Background: an optimization exercise with open tools, aiming at small area, a short achievable clock period and few clock cycles. Do not read the settings as production practice. Only simulation tests tie the RTL to the original design; equivalence was not proved.

trial 11:
==> flow/design.v (excerpt) <==
module ntt_core (
    input  logic        clk,
    input  logic        reset,
    input  logic        cmd_valid,
    output logic        cmd_ready,
    input  logic [1:0]  cmd,
    input  logic        in_valid,
    output logic        in_ready,
    input  logic [12:0] in_data,
    output logic        out_valid,
    input  logic        out_ready,
    output logic [12:0] out_data,
    output logic        busy
);
Size in the first run: ~3000 cells after synthesis, about 470 flip-flops, ~37 I/O pins, roughly 29000 um^2 of cells after synthesis.
clock: 12.0 ns
lec_check: 0
cap_margin: 20
core_margin: 2
core_utilization: 35
slew_margin: 20
run.sh (not shown) runs the stock make flow with config.mk's settings and CLKGATE_MAP_FILE= SYNTH_SCRIPT=/design/flow/synth_recipe.tcl, a recipe that flattens the netlist after the stock synthesis.
Trial 11 finished end to end and its layout was clean on timing, DRC and antenna.
Testbench counts of trial 11, summed over its fixed seeds: cycles 9,792.
#### Input delta (build 73 over trial 11)
- ABC_AREA: unset -> 1
Trial 11 → build 73: mapped cell area +1100 um^2; flip-flop and latch share of the layout cell area -1.5 points; largest stage delay on the critical path +0.07 ns; number of global-route vias before repair +3234. Trial 11 vs build 73, destination of the critical timing path: e1_v[0]$_DFF_P_ vs e1_v[12]$_DFF_P_. Build 73 — clock latency reported for the late side of the worst-skew pair 0.04 ns higher, trial 11 as reference.

* * *

ntt_core, a different RTL version from the one above (not shown whole).
Size: ~480 flip-flops, about 37 I/O pins.
Settings: LEC_CHECK=0, CAP_MARGIN=20, CORE_MARGIN=2, CORE_UTILIZATION=35, CTS_CLUSTER_DIAMETER=90, CTS_CLUSTER_SIZE=26, SLEW_MARGIN=20; clock period 12.0 ns.
Testbench counts at the start, summed over its fixed seeds: cycles 9,792.
Edit:
- CTS_CLUSTER_DIAMETER: 90 -> unset
- CTS_CLUSTER_SIZE: 26 -> unset
Clock-buffer cell count climbs by 33.
First-iteration DRC count shrinks by a few percent.
Worst hold slack is better by 0.010 ns.
Cell count went up slightly.
Cell area went up by a few percent.

* * *

the baseline:
ntt_core, a different RTL version from the one above (not shown whole).
For scale: roughly 420 flip-flops, about 29000 sq um of cells after synthesis.
make LEC_CHECK=0 ABC_CLOCK_PERIOD_IN_PS=3500 CAP_MARGIN=20 CORE_MARGIN=2 CORE_UTILIZATION=35 SLEW_MARGIN=20 finish   # period 12.0 ns
The baseline finished all stages; the layout is clean.
Testbench counts of the baseline, summed over its fixed seeds: cycles 9,984.
Input changes introduced in the candidate (baseline for comparison: the baseline):
- clearing ABC_CLOCK_PERIOD_IN_PS, which used to be 3500
### Flow results
Summary of the candidate over the baseline: post-detailed-routing wire length now sits at about the same level; met3 track demand over resource now sits at about the same level. Post-layout minimum cycle time: the candidate vs the baseline identical. The baseline -> the candidate: number of fill cells in the layout flat. Hold slack: the baseline vs the candidate identical. ~same maximum cell stage delay along the critical path in the baseline and the candidate. Re final design instance area without fill: no difference whatsoever between the candidate and the baseline.

* * *

middle:
ntt_core, a different RTL version from the one above (not shown whole).
For scale: about 3100 cells after synthesis, roughly 480 flip-flops, roughly 0.030 sq mm of cells after synthesis.
Settings: LEC_CHECK=0, CAP_MARGIN=20, CORE_MARGIN=2, CORE_UTILIZATION=35, CTS_CLUSTER_DIAMETER=90, CTS_CLUSTER_SIZE=26, SLEW_MARGIN=20; clock period 12.0 ns.
Testbench counts of middle, summed over its fixed seeds: cycles 9,792.
Inputs modified between middle and north:
- a deleted CTS_CLUSTER_DIAMETER that had been 90
- a deleted CTS_CLUSTER_SIZE that had been 26
## What came out
- north: done, clean on timing, DRC and antenna
- north gives less number of antenna violations at the first check in global routing than middle did.
- The minimum clock period after layout was comparable across north and middle.
- middle → north: routing usage on met3 went up by 0.33 points; post-detailed-route count of antenna-violating nets was more or less identical.
- met4 as the top routing layer in use was reported by north, and met5 by middle.

## re-timing with driven ports
The flow's constraints put no driver on any port. The routed layouts listed below were extracted and timed again, unchanged, in two steps.
Step 1 (the two cells are an assumption about what drives the block):
set clk [get_ports {clk}]
set_driving_cell -lib_cell sky130_fd_sc_hd__clkbuf_16 $clk
set_driving_cell -lib_cell sky130_fd_sc_hd__buf_2 [delete_from_list [all_inputs] $clk]
Step 2 times the ports against the registers' clock, not the clock port: input delays grow and output delays shrink by t, the midpoint of the rising clock arrivals with the driver on.
Three values: no drivers, after step 1, after step 2; two values: the first two.
run	t (ns)	setup WS [ns]	hold slack, ns	slew at the worst register clock pin (ns)	worst data-port slew with drivers (ns)
trial 11	0.655	7.765 / 7.765 / 7.472	0.322 / 0.322 / 0.322	0.07 / 0.07	0.05
build 73	0.684	7.464 / 7.464 / 7.464	0.325 / 0.325 / 0.325	0.07 / 0.07	0.05
the first run of note 2	0.651	7.616 / 7.653 / 7.002	0.308 / 0.308 / 0.308	0.11 / 0.11	0.04
the second run of note 2	0.661	7.573 / 7.613 / 6.952	0.318 / 0.318 / 0.318	0.07 / 0.07	0.04
the baseline	0.657	7.771 / 7.771 / 7.245	0.285 / 0.285 / 0.285	0.07 / 0.07	0.12
the candidate	0.657	7.771 / 7.771 / 7.245	0.285 / 0.285 / 0.285	0.07 / 0.07	0.12
middle	0.650	7.977 / 7.920 / 7.426	0.325 / 0.325 / 0.325	0.11 / 0.11	0.05
north	0.666	7.978 / 7.922 / 7.435	0.325 / 0.325 / 0.325	0.07 / 0.07	0.05
After both steps every run listed still meets setup and hold. For the second run of note 2, which loses most, drivers alone change the setup slack by +0.040 ns; drivers and shift together by -0.621 ns.
